This design comes from an exercise in tuning for small area and a short achievable clock period on the open sky130 flow, not from production work. For this run, only the layout was checked, not whether the RTL still works. Power figures rest on the tool's default switching activity, not on a simulated workload.

[design/flow/constraint.sdc]
create_clock -name core_clock -period 5.5 [get_ports {clk}]
set_input_delay 1.1000 -clock core_clock [delete_from_list [all_inputs] [get_ports {clk}]]
set_output_delay 1.1000 -clock core_clock [all_outputs]
set_load 0.01 [all_outputs]
[design/flow/flow/run.sh]
#!/bin/bash
# The standard layout (standard.sh), with the port buffers made of the smallest
# plain buffer instead of the resizer's default choice. Every input and output
# port still gets its own buffer.
set -euo pipefail
export BUFFER_PORTS_ARGS="-buffer_cell sky130_fd_sc_hd__buf_1"
bash standard.sh > standard_flow.log 2>&1
[design/flow/standard.sh]
#!/bin/bash
# synth_recipe.tcl (not shown) runs the flow's synth.tcl, then flattens the netlist and writes it again
# the make line also repeats each setting of config.mk as NAME=value (left out here)
make -C /OpenROAD-flow-scripts/flow DESIGN_CONFIG=/design/flow/config.mk WORK_HOME=/design/flow/orfs CLKGATE_MAP_FILE= SYNTH_SCRIPT=/design/flow/synth_recipe.tcl "${@:-finish}"
[design/flow/config.mk]
export PLATFORM = sky130hd
export DESIGN_NAME = csv_record_parse_and_hash
export DESIGN_NICKNAME = csv_record_parse_and_hash
export VERILOG_FILES = /design/flow/design.v
export SDC_FILE = /design/flow/constraint.sdc
export NUM_CORES = 4
export LEC_CHECK = 0
export CAP_MARGIN = 20
export CORE_MARGIN = 2
export CORE_UTILIZATION = 60
export CTS_BUF_LIST = sky130_fd_sc_hd__clkbuf_4 sky130_fd_sc_hd__clkbuf_8
export PLACE_DENSITY = 0.75
export SETUP_SLACK_MARGIN = 2.0
export SLEW_MARGIN = 20
[design/flow/design.v]
package crph_pkg;
  localparam int NUM_BUCKETS_DEF = 400;
  localparam logic [1:0] STATUS_CITY   = 2'd0;
  localparam logic [1:0] STATUS_ACCEPT = 2'd1;
  localparam logic [1:0] STATUS_ERROR  = 2'd2;
  localparam logic [7:0] CH_ZERO  = 8'h30;
  localparam logic [7:0] CH_NINE  = 8'h39;
  localparam logic [7:0] CH_COMMA = 8'h2C;
  localparam logic [7:0] CH_QUOTE = 8'h22;
  localparam logic [7:0] CH_PAREN = 8'h28;
  localparam logic [19:0] RANK_MAX = 20'hFFFFF;
  localparam logic [31:0] POP_MAX  = 32'hFFFFFFFF;
  localparam logic [9:0]  LEN_MAX  = 10'd1023;
  typedef struct packed {
    logic [1:0]  status;
    logic [7:0]  city_byte;
    logic [19:0] rank;
    logic [31:0] population;
    logic [9:0]  city_length;
    logic [8:0]  index_by_length;
    logic [8:0]  index_by_sum;
    logic [8:0]  index_by_product;
  } result_t;
  function automatic int idx_width(input int ts);
    if (ts > 1) idx_width = $clog2(ts);
    else idx_width = 1;
  endfunction
endpackage
`default_nettype none
module csv_record_parse_and_hash #(
  parameter int NUM_BUCKETS = crph_pkg::NUM_BUCKETS_DEF
) (
  input  logic         clk,
  input  logic         rst_n,
  input  logic         in_tvalid,
  output logic         in_tready,
  input  logic [7:0]   in_tdata,    
  input  logic         in_tlast,    
  output logic         out_tvalid,
  input  logic         out_tready,
  output logic [103:0] out_tdata,   
  output logic [1:0]   out_tuser    
);
  localparam logic [2:0] S_START      = 3'd0;
  localparam logic [2:0] S_RANK       = 3'd1;
  localparam logic [2:0] S_OPEN_CITY  = 3'd2;
  localparam logic [2:0] S_CITY       = 3'd3;
  localparam logic [2:0] S_AFTER_CITY = 3'd4;
  localparam logic [2:0] S_POP_OPEN   = 3'd5;
  localparam logic [2:0] S_POP        = 3'd6;
  localparam logic [2:0] S_SKIP       = 3'd7;
  logic        skid_v;           
  logic [7:0]  skid_b;
  logic        skid_l;
  logic        out_v;            
  logic        out_acc;          
  logic        out_err;          
  logic        out_gp;           
  logic        out_gc;           
  logic [19:0] q_rank;           
  logic        q_rsat;           
  logic [31:0] q_pop;
  logic        q_psat;           
  logic [2:0]  state;
  logic [19:0] rank;             
  logic        rank_sat;
  logic [15:0] acc_lo;
  logic [15:0] acc_hi;
  logic [3:0]  acc_c;            
  logic        acc_hp;           
  logic        acc_sat;          
  logic [9:0]  len;
  logic [8:0]  sum;
  logic [9:0]  px;               
  logic        cb_r;             
  logic        p2_r;             
  logic        p3_r;             
  logic        cpend;            
  logic       ob_free;
  logic [7:0] b;
  logic       last;
  logic       bv;
  logic       is_digit, is_comma, is_quote, is_paren;
  logic [3:0] digit;
  logic [2:0] state_nxt;
  logic       emit;
  logic       acc_word;
  logic       city_word;
  logic       commit;
  assign ob_free = !out_v || out_tready;
  assign b       = skid_v ? skid_b : in_tdata;
  assign last    = skid_v ? skid_l : in_tlast;
  assign bv      = skid_v || in_tvalid;
  assign is_digit = (b[7:4] == 4'h3) && (b[3:0] <= 4'd9);
  assign is_comma = (b == crph_pkg::CH_COMMA);
  assign is_quote = (b == crph_pkg::CH_QUOTE);
  assign is_paren = (b == crph_pkg::CH_PAREN);
  assign digit    = b[3:0];
  always_comb begin
    state_nxt = S_SKIP;
    emit      = 1'b1;
    acc_word  = 1'b0;
    city_word = 1'b0;
    unique case (state)
      S_START: if (is_digit) begin
        state_nxt = S_RANK; emit = 1'b0;
      end
      S_RANK: if (is_digit) begin
        state_nxt = S_RANK; emit = 1'b0;
      end else if (is_comma) begin
        state_nxt = S_OPEN_CITY; emit = 1'b0;
      end
      S_OPEN_CITY: if (is_quote) begin
        state_nxt = S_CITY; emit = 1'b0;
      end
      S_CITY: if (is_quote) begin
        state_nxt = S_AFTER_CITY; emit = 1'b0;
      end else begin
        state_nxt = S_CITY; city_word = 1'b1;
      end
      S_AFTER_CITY: if (is_comma) begin
        state_nxt = S_POP_OPEN; emit = 1'b0;
      end
      S_POP_OPEN: if (is_quote) begin
        state_nxt = S_POP; emit = 1'b0;
      end else if (is_paren) begin
        acc_word = 1'b1;
      end
      S_POP: if (is_digit || is_comma) begin
        state_nxt = S_POP; emit = 1'b0;
      end else if (is_quote) begin
        acc_word = 1'b1;
      end
      default: emit = 1'b0;
    endcase
    if (last) begin
      state_nxt = S_START;
      if (state != S_SKIP) begin
        emit      = 1'b1;
        city_word = 1'b0;
      end
    end
  end
  assign commit = bv && (ob_free || !emit);
  always_ff @(posedge clk) begin
    if (!rst_n) begin
      skid_v <= 1'b0;
      out_v  <= 1'b0;
      state  <= S_START;
    end else begin
      skid_v <= bv && emit && !ob_free;
      if (ob_free) out_v <= bv && emit;
      if (commit) state <= state_nxt;
    end
  end
  logic        acc_clr;          
  logic        acc_step;         
  logic        acc_aux;          
  logic [19:0] lo_mul;
  logic [19:0] hi_mul;
  logic [15:0] hi_eff;
  logic        sat_eff;
  assign acc_clr  = !rst_n || (commit && (last || state == S_POP_OPEN));
  assign acc_step = commit && is_digit && (state == S_START || state == S_RANK || state == S_POP);
  assign acc_aux  = (state == S_CITY) || (state == S_AFTER_CITY);
  logic [19:0] lo_x10, lo_x10p;
  logic [4:0]  lo_low;
  assign lo_x10   = (20'(acc_lo) << 3) + (20'(acc_lo) << 1);
  assign lo_x10p  = (20'(acc_lo) << 3) + (20'(acc_lo) << 1) + 20'd16;
  assign lo_low   = {1'b0, lo_x10[3:0]} + {1'b0, digit};
  assign lo_mul   = {lo_low[4] ? lo_x10p[19:4] : lo_x10[19:4], lo_low[3:0]};
  assign hi_mul   = (20'(acc_hi) << 3) + (20'(acc_hi) << 1) + 20'(acc_c);
  assign hi_eff   = acc_hp ? hi_mul[15:0] : acc_hi;
  assign sat_eff  = acc_sat || (acc_hp && hi_mul[19:16] != 4'd0);
  logic [7:0] cbyte;
  logic [4:0] c_h;
  logic [5:0] c_t;
  logic [5:0] c_rep;
  logic [3:0] a16, b16, p_r16;
  logic [5:0] a_rep, b_rep;
  logic [5:0] p_es;
  logic [4:0] p_wi;
  logic [2:0] p_w;
  logic [4:0] p_pw;
  logic [4:0] p_val;
  logic [4:0] r16_h;
  logic [5:0] k_t;
  logic [4:0] k;
  always_comb begin
    unique case (cbyte[7:5])
      3'd0: c_h = 5'd0;
      3'd1: c_h = 5'd7;
      3'd2: c_h = 5'd14;
      3'd3: c_h = 5'd21;
      3'd4: c_h = 5'd3;
      3'd5: c_h = 5'd10;
      3'd6: c_h = 5'd17;
      default: c_h = 5'd24;
    endcase
  end
  assign cbyte = q_rank[7:0];
  assign c_t   = 6'(cbyte[4:0]) + 6'(c_h);
  assign a16   = px[9:6];
  assign a_rep = px[5:0];
  assign b16   = cbyte[3:0];
  assign b_rep = acc_lo[5:0];
  assign p_r16 = 4'(a16 * b16);
  assign p_es  = 6'(a_rep[4:0]) + 6'(b_rep[4:0]);
  assign p_wi  = a_rep[5] ? {a_rep[2:0], b_rep[1:0]} : {b_rep[2:0], a_rep[1:0]};
  assign p_val = (a_rep[5] && b_rep[5]) ? 5'd0 :
                 (a_rep[5] || b_rep[5]) ? 5'(p_w * 3'd5) : p_pw;
  assign k_t   = {1'b0, acc_lo[4:0]} - {1'b0, acc_lo[10:6]};
  assign k     = k_t[5] ? 5'(k_t + 6'd25) : k_t[4:0];
  always_comb begin
    unique case (c_t)
      6'd0: c_rep = 6'd32;
      6'd1: c_rep = 6'd0;
      6'd2: c_rep = 6'd1;
      6'd3: c_rep = 6'd7;
      6'd4: c_rep = 6'd2;
      6'd5: c_rep = 6'd33;
      6'd6: c_rep = 6'd8;
      6'd7: c_rep = 6'd5;
      6'd8: c_rep = 6'd3;
      6'd9: c_rep = 6'd14;
      6'd10: c_rep = 6'd34;
      6'd11: c_rep = 6'd16;
      6'd12: c_rep = 6'd9;
      6'd13: c_rep = 6'd19;
      6'd14: c_rep = 6'd6;
      6'd15: c_rep = 6'd35;
      6'd16: c_rep = 6'd4;
      6'd17: c_rep = 6'd13;
      6'd18: c_rep = 6'd15;
      6'd19: c_rep = 6'd18;
      6'd20: c_rep = 6'd36;
      6'd21: c_rep = 6'd12;
      6'd22: c_rep = 6'd17;
      6'd23: c_rep = 6'd11;
      6'd24: c_rep = 6'd10;
      6'd25: c_rep = 6'd32;
      6'd26: c_rep = 6'd0;
      6'd27: c_rep = 6'd1;
      6'd28: c_rep = 6'd7;
      6'd29: c_rep = 6'd2;
      6'd30: c_rep = 6'd33;
      6'd31: c_rep = 6'd8;
      6'd32: c_rep = 6'd5;
      6'd33: c_rep = 6'd3;
      6'd34: c_rep = 6'd14;
      6'd35: c_rep = 6'd34;
      6'd36: c_rep = 6'd16;
      6'd37: c_rep = 6'd9;
      6'd38: c_rep = 6'd19;
      6'd39: c_rep = 6'd6;
      6'd40: c_rep = 6'd35;
      6'd41: c_rep = 6'd4;
      6'd42: c_rep = 6'd13;
      6'd43: c_rep = 6'd15;
      6'd44: c_rep = 6'd18;
      6'd45: c_rep = 6'd36;
      6'd46: c_rep = 6'd12;
      6'd47: c_rep = 6'd17;
      6'd48: c_rep = 6'd11;
      6'd49: c_rep = 6'd10;
      6'd50: c_rep = 6'd32;
      6'd51: c_rep = 6'd0;
      6'd52: c_rep = 6'd1;
      6'd53: c_rep = 6'd7;
      6'd54: c_rep = 6'd2;
      6'd55: c_rep = 6'd33;
      6'd56: c_rep = 6'd8;
      6'd57: c_rep = 6'd5;
      6'd58: c_rep = 6'd3;
      6'd59: c_rep = 6'd14;
      6'd60: c_rep = 6'd34;
      6'd61: c_rep = 6'd16;
      6'd62: c_rep = 6'd9;
      6'd63: c_rep = 6'd19;
      default: c_rep = '0;
    endcase
  end
  always_comb begin
    unique case (p_es)
      6'd0: p_pw = 5'd11;
      6'd1: p_pw = 5'd22;
      6'd2: p_pw = 5'd19;
      6'd3: p_pw = 5'd13;
      6'd4: p_pw = 5'd1;
      6'd5: p_pw = 5'd2;
      6'd6: p_pw = 5'd4;
      6'd7: p_pw = 5'd8;
      6'd8: p_pw = 5'd16;
      6'd9: p_pw = 5'd7;
      6'd10: p_pw = 5'd14;
      6'd11: p_pw = 5'd3;
      6'd12: p_pw = 5'd6;
      6'd13: p_pw = 5'd12;
      6'd14: p_pw = 5'd24;
      6'd15: p_pw = 5'd23;
      6'd16: p_pw = 5'd21;
      6'd17: p_pw = 5'd17;
      6'd18: p_pw = 5'd9;
      6'd19: p_pw = 5'd18;
      6'd20: p_pw = 5'd11;
      6'd21: p_pw = 5'd22;
      6'd22: p_pw = 5'd19;
      6'd23: p_pw = 5'd13;
      6'd24: p_pw = 5'd1;
      6'd25: p_pw = 5'd2;
      6'd26: p_pw = 5'd4;
      6'd27: p_pw = 5'd8;
      6'd28: p_pw = 5'd16;
      6'd29: p_pw = 5'd7;
      6'd30: p_pw = 5'd14;
      6'd31: p_pw = 5'd3;
      6'd32: p_pw = 5'd6;
      6'd33: p_pw = 5'd12;
      6'd34: p_pw = 5'd24;
      6'd35: p_pw = 5'd23;
      6'd36: p_pw = 5'd21;
      6'd37: p_pw = 5'd17;
      6'd38: p_pw = 5'd9;
      6'd39: p_pw = 5'd18;
      6'd40: p_pw = 5'd11;
      6'd41: p_pw = 5'd22;
      6'd42: p_pw = 5'd19;
      6'd43: p_pw = 5'd13;
      6'd44: p_pw = 5'd1;
      6'd45: p_pw = 5'd2;
      6'd46: p_pw = 5'd4;
      6'd47: p_pw = 5'd8;
      6'd48: p_pw = 5'd16;
      6'd49: p_pw = 5'd7;
      6'd50: p_pw = 5'd14;
      6'd51: p_pw = 5'd3;
      6'd52: p_pw = 5'd6;
      6'd53: p_pw = 5'd12;
      6'd54: p_pw = 5'd24;
      6'd55: p_pw = 5'd23;
      6'd56: p_pw = 5'd21;
      6'd57: p_pw = 5'd17;
      6'd58: p_pw = 5'd9;
      6'd59: p_pw = 5'd18;
      6'd60: p_pw = 5'd11;
      6'd61: p_pw = 5'd22;
      6'd62: p_pw = 5'd19;
      6'd63: p_pw = 5'd13;
      default: p_pw = '0;
    endcase
  end
  always_comb begin
    unique case (p_wi)
      5'd0: p_w = 3'd0;
      5'd1: p_w = 3'd0;
      5'd2: p_w = 3'd0;
      5'd3: p_w = 3'd0;
      5'd4: p_w = 3'd1;
      5'd5: p_w = 3'd2;
      5'd6: p_w = 3'd4;
      5'd7: p_w = 3'd3;
      5'd8: p_w = 3'd2;
      5'd9: p_w = 3'd4;
      5'd10: p_w = 3'd3;
      5'd11: p_w = 3'd1;
      5'd12: p_w = 3'd3;
      5'd13: p_w = 3'd1;
      5'd14: p_w = 3'd2;
      5'd15: p_w = 3'd4;
      5'd16: p_w = 3'd4;
      5'd17: p_w = 3'd3;
      5'd18: p_w = 3'd1;
      5'd19: p_w = 3'd2;
      5'd20: p_w = 3'd0;
      5'd21: p_w = 3'd0;
      5'd22: p_w = 3'd0;
      5'd23: p_w = 3'd0;
      5'd24: p_w = 3'd1;
      5'd25: p_w = 3'd2;
      5'd26: p_w = 3'd4;
      5'd27: p_w = 3'd3;
      5'd28: p_w = 3'd2;
      5'd29: p_w = 3'd4;
      5'd30: p_w = 3'd3;
      5'd31: p_w = 3'd1;
      default: p_w = '0;
    endcase
  end
  assign r16_h[0] = (p_r16 == 4'd1) |
      (p_r16 == 4'd4) |
      (p_r16 == 4'd5) |
      (p_r16 == 4'd8) |
      (p_r16 == 4'd11) |
      (p_r16 == 4'd12) |
      (p_r16 == 4'd15);
  assign r16_h[1] = (p_r16 == 4'd1) |
      (p_r16 == 4'd2) |
      (p_r16 == 4'd4) |
      (p_r16 == 4'd7) |
      (p_r16 == 4'd10) |
      (p_r16 == 4'd12) |
      (p_r16 == 4'd13) |
      (p_r16 == 4'd15);
  assign r16_h[2] = (p_r16 == 4'd2) |
      (p_r16 == 4'd5) |
      (p_r16 == 4'd8) |
      (p_r16 == 4'd11) |
      (p_r16 == 4'd12) |
      (p_r16 == 4'd14) |
      (p_r16 == 4'd15);
  assign r16_h[3] = (p_r16 == 4'd1) |
      (p_r16 == 4'd3) |
      (p_r16 == 4'd8) |
      (p_r16 == 4'd9) |
      (p_r16 == 4'd10) |
      (p_r16 == 4'd15);
  assign r16_h[4] = (p_r16 == 4'd2) |
      (p_r16 == 4'd4) |
      (p_r16 == 4'd6) |
      (p_r16 == 4'd9) |
      (p_r16 == 4'd11) |
      (p_r16 == 4'd13);
  always_ff @(posedge clk) begin
    acc_hp <= acc_step && !acc_clr;
    if (acc_step && !acc_clr) begin
      acc_lo <= lo_mul[15:0];
      acc_c  <= lo_mul[19:16];
    end else if (acc_clr) begin
      acc_lo <= '0;
    end else if (acc_aux && p2_r) begin
      acc_lo[4:0] <= p_val;
    end else if (acc_aux && cb_r && !cpend && len == 10'd1) begin
      acc_lo[10:0] <= {r16_h, c_rep};
    end
    if (acc_clr) begin
      acc_hi  <= '0;
      acc_sat <= 1'b0;
    end else begin
      acc_hi  <= hi_eff;
      acc_sat <= sat_eff;
    end
    if (state == S_RANK) begin
      rank     <= {hi_eff[3:0], acc_lo};
      rank_sat <= sat_eff || hi_eff[15:4] != 12'd0;
    end
  end
  logic [9:0] sum_add;
  logic [6:0] sum_sub;           
  assign sum_add = 10'(cpend ? 9'd0 : sum) + 10'(cbyte);
  assign sum_sub = {1'b0, sum_add[9:4]} - 7'd25;
  always_ff @(posedge clk) begin
    cb_r <= commit && state == S_CITY && !is_quote;
    p2_r <= cb_r && !cpend && len == 10'd1;
    p3_r <= p2_r;
    if (commit && state == S_OPEN_CITY) begin
      cpend <= 1'b1;
    end else if (cb_r) begin
      cpend <= 1'b0;
    end
    if (cb_r) begin
      if (cpend) len <= 10'd1;
      else if (len != crph_pkg::LEN_MAX) len <= len + 10'd1;
      sum <= sum_sub[6] ? sum_add[8:0] : {sum_sub[4:0], sum_add[3:0]};
    end
    if (cb_r && cpend) begin
      px <= {cbyte[3:0], c_rep};
    end else if (cb_r && len == 10'd1) begin
      px[9:6] <= p_r16;
    end else if (p3_r) begin
      px[4:0] <= k;
    end
  end
  always_ff @(posedge clk) begin
    skid_b <= b;
    skid_l <= last;
    if (ob_free) begin
      out_acc <= acc_word;
      out_err <= !acc_word && !city_word;
      out_gp  <= acc_word && (state == S_POP);
      out_gc  <= acc_word && !cpend;
      q_rank  <= {rank[19:8], (state == S_CITY) ? b : rank[7:0]};
      q_rsat  <= rank_sat;
      q_pop   <= {hi_eff, acc_lo};
      q_psat  <= sat_eff;
    end
  end
  logic [5:0] len_m800;           
  logic [6:0] len_m400;           
  logic [8:0] len_idx;
  assign len_m800 = {1'b0, len[9:5]} - 6'd25;
  assign len_m400 = {1'b0, len[9:4]} - 7'd25;
  assign len_idx  = !len_m800[5] ? {len_m800[3:0], len[4:0]} :
                    !len_m400[6] ? {len_m400[4:0], len[3:0]} : len[8:0];
  logic [8:0] prod_idx;
  assign prod_idx = (len[9:1] == 9'd0) ? 9'd0 : {px[4:0], px[9:6]};
  logic out_city;
  assign out_city = !out_acc && !out_err;
  assign in_tready  = !skid_v;
  assign out_tvalid = out_v;
  assign out_tuser  = {out_err, out_acc};
  assign out_tdata  = {7'd0,
                       prod_idx    & {9{out_gc}},
                       sum         & {9{out_gc}},
                       len_idx     & {9{out_gc}},
                       len         & {10{out_gc}},
                       (q_pop  | {32{q_psat}}) & {32{out_gp}},
                       (q_rank | {20{q_rsat}}) & {20{out_acc}},
                       q_rank[7:0] & {8{out_city}}};
endmodule
`default_nettype wire
==> out/summary.txt <==
Status: complete, no violations
Row count: 53
Pwr Density: 319.1 nW/µm²
Worst Setup End Kind: flip-flop
Routed Wire Length: 33.57 mm
Gr ovfl total: 0
Slew HR: 0.2973
Internal: 2.712 mW
CTS tree: built
Core area: 20,890 µm²
Clock Tree Root: clkbuf_8
Highest metal used: met4
Final Max Tran Viols: 0
Met2 routed WL: 16.00 mm
Worst setup margin: 1.865 ns
Average wire per standard cell: 19.04 µm
Drc violations: 0
EDFF count, synth: 128
Unrepaired setup endpoints after global routing: yes
Seq pwr share: 0.337
Max frequency: 275.1 MHz
Met3 Routed Length: 2.185 mm
Skew final: 0.01366 ns
Total power: 4.651 mW
WP buf/inv: 1
MaxCap Viol Count: 0
Hold buffer count at cts: 0
Vias: 11,030
Die Height: 149.5 µm
IO Count: 121
Final hold violations: 0
Setup-failing EPs final: 0
Cell Area, Synth: 12,700 µm²
Die width: 149.5 µm
Fraction of registers with async set/reset: 0
Critical path fanouts, max: 5
Final Cycle Share: 0.6608
Min Tclk post-route: 3.635 ns
Share of cells above drive strength 1: 0.1566
Post-Place Setup Slack: 1.562 ns
Clk latency of the worst-skew pair: 0.48 ns
Routed Antenna Nets: 0
Cell taking the most area after synthesis: edfxtp_1
Yosys reg bits: 164
Layout net count: 1,602
Startpoint Class: flip-flop
Total Routing Usage GR: 0.2869
Critical path's largest stage delay: 0.60 ns
Clock power frac: 0.195
Worst Path Class, Setup: reg2reg
CTS HTree Levels: 4
Top delay family on crit path: compound AO/OA/AOI/OAI gates
Top cells by area, synth: edfxtp_1 (30%), ha_1 (10%), dfxtp_1 (5.7%)
CP Data Required Time: 5.72 ns
Maximum VDD drop: 293.8 µV
Drt initial violations: 986
Syn Inst Count: 1,337
Vias in the first global route: 9,918
Syn-to-layout area delta: 14.76%
IO buf count: 113
Worst-path cell chain: inv_2, fa_2, fa_2, nor2b_4, o31a_4, o311a_4, o21a_1, or3_4, a31oi_4, o2111ai_2, or4_4
GP Congestion: 0.9168
Die area: 22,340 µm²
First-pass GRT wire length: 50.67 mm
Detailed Routing Iterations Pass 1: 5
Most numerous cell on the critical path: fa_2
Setup_tns: 0 ns
CP arrival: 3.86 ns
Ys Warns: 1
Synth Area per Inst: 9.498 µm²
DP Wirelength: 23.03 mm
Antenna Diode Count: 0
P_leak: 5.815 nW
Top cell type's share of synthesized area: 0.3027
Slowest stage cell, crit path: fa_2
Vias per cell: 6.258
Initial antenna violation count: 0
Combinational power share: 0.468
Slew of the pin with the lowest slew margin: 1.053 ns
Cts bufs inserted: 17
Post-synthesis sequential area ratio: 0.3594
CTS max path bufs: 2
Initial Utilization: 0.6079
Clock transition at path regs: 0.10 ns
Num Clock Sinks: 164
NetSw: 1.939 mW
Net Sw Frac: 0.4168
Pin count of the biggest net entering global routing: 61
Count of different cell masters after synthesis: 100
Synth Flop Type: edfxtp_1
FILL cells: 1,631
Met1 wire length: 14.61 mm
Worst Hold Class: reg2reg
[per-stage QoR]
stage	utilization	hold slack, ns	area (µm²)	instances
finish	0.6976	0.3924	14570	1763
CTS	0.6655	0.3885	13900	1721
global route	0.6976	0.3996	14570	1763
global placement	0.6319	0.3739	13200	1672
detailed placement	0.6319	0.3704	13200	1672
floorplan	-	0.3596	12720	1343
[layout by cell type, fill, tap and decap left out, types with 46 or more instances in the layout]
cell      Yosys  final
a21oi_1      62     59
and2_1       47     46
buf_1         4    113
buf_4        14     56
edfxtp_1    128    128
ha_1        106     96
inv_1        72     66
nand2_1      95     93
nor2_1      111    106
o21a_1       68     68
o21ai_0      64     62
[final timing paths]
path / startpoint / endpoint / slack, ns / depth (start not counted)
worst max-delay path: acc_hi[0]$_SDFF_PN0_ / rank_sat$_DFFE_PP_ / 1.87 / 11
worst min-delay path: p2_r$_DFF_P_ / p3_r$_DFF_P_ / 0.39 / 0
worst max register to register: acc_hi[0]$_SDFF_PN0_ / rank_sat$_DFFE_PP_ / 1.87 / 11
worst min register to register: p2_r$_DFF_P_ / p3_r$_DFF_P_ / 0.39 / 0
[cells by family after synthesis]
| logic type | count (synthesis) | synth area share |
|---|---|---|
| adders and majority gates | 114 | 0.1171 |
| AOI/OAI and AO/OA | 387 | 0.2175 |
| and+or+nand+nor | 427 | 0.1732 |
| muxes | 42 | 0.03862 |
| buffers and inverters | 136 | 0.04729 |
| xor gates and xnor gates | 66 | 0.04660 |
| other | 1 | 0.0002953 |
| DFF | 164 | 0.3594 |
[cell type report]
class                           count  area, µm²  share of cell area
Clock buffer                       17      234.0             0.01606
Inverter                           73      280.3             0.01923
Multi-Input combinational cell   1045       8009              0.5496
Tap cell                          275      344.1             0.02361
Timing Repair Buffer              174      929.6             0.06379
Sequential cell                   164       4574              0.3139
Clock inverter                     15      201.4             0.01382
[metal layers]
layer  vias to the layer above  global-route usage
met5                         -                   0
met4                         0             0.08762
met3                        67             0.03994
met2                       502              0.4789
met1                      5237              0.3891
li1                       5226                   -
[power groups by stage]
stage	registers (mW)	logic [mW]	clock network, mW
2_1_floorplan	1.54	1.50	0
3_3_place_gp	1.62	1.82	0
3_5_place_dp	1.62	1.84	0
4_1_cts	1.58	1.93	0.915
5_1_grt	1.58	2.36	0.962
6_report	1.57	2.18	0.908
[timing repair]
action / in CTS / in global routing
gates resized for setup: 30 / 71
gates cloned: 0 / 2
setup endpoints to repair: 51 / 50
buffers inserted: 17 / 38
pin swaps: 10 / 32
endpoints found under the hold margin: 0 / 0
[synthesized netlist by cell type, types with 9 or more instances]
library cell / number
xnor2_1: 41
nand2_1: 95
a211oi_1: 20
o21a_1: 68
dfxtp_1: 36
nand2b_1: 9
clkbuf_1: 35
and2_1: 47
ha_1: 106
nand4_1: 9
o21bai_1: 9
nor2b_1: 32
a21o_1: 18
nor2_1: 111
o21ai_0: 64
o211ai_1: 12
buf_4: 14
edfxtp_1: 128
mux2i_1: 22
mux2_2: 16
and3_1: 11
a31oi_1: 12
o22ai_1: 12
nand3_1: 24
xor2_1: 24
inv_1: 72
nor3_1: 30
a21oi_1: 62
or2_2: 12
[flip-flops by register name, indices dropped and copies added, names as in the netlist, 4 cells and up]
name    count
len        10
rank       20
skid_b      8
q_pop      32
acc_lo     16
acc_hi     16
q_rank     20
sum         9
acc_c       4
px         10

## port drivers added, routing unchanged
No port has a modelled driver above. Below, the same layout with a new extraction and two added sets of constraints.
Step 1 (the two cells are an assumption about what drives the block):
set clk [get_ports {clk}]
set_driving_cell -lib_cell sky130_fd_sc_hd__clkbuf_16 $clk
set_driving_cell -lib_cell sky130_fd_sc_hd__buf_2 [delete_from_list [all_inputs] $clk]
Step 2 moves the port delays by t, midway between the first and last clock arrival at a register: inputs arrive t later, outputs are due t later. That takes back most of the time a late clock gives input paths.
Slacks: ideal / step 1 / step 2; pairs: ideal / step 1.
shift t [ns]: 0.515
setup slack, ns: 1.865 / 1.865 / 1.730
pins driven straight from the clock port: 1
After both steps this run still meets setup and hold. For this run, drivers alone change the setup slack by 0.000 ns; drivers and shift together by -0.135 ns.
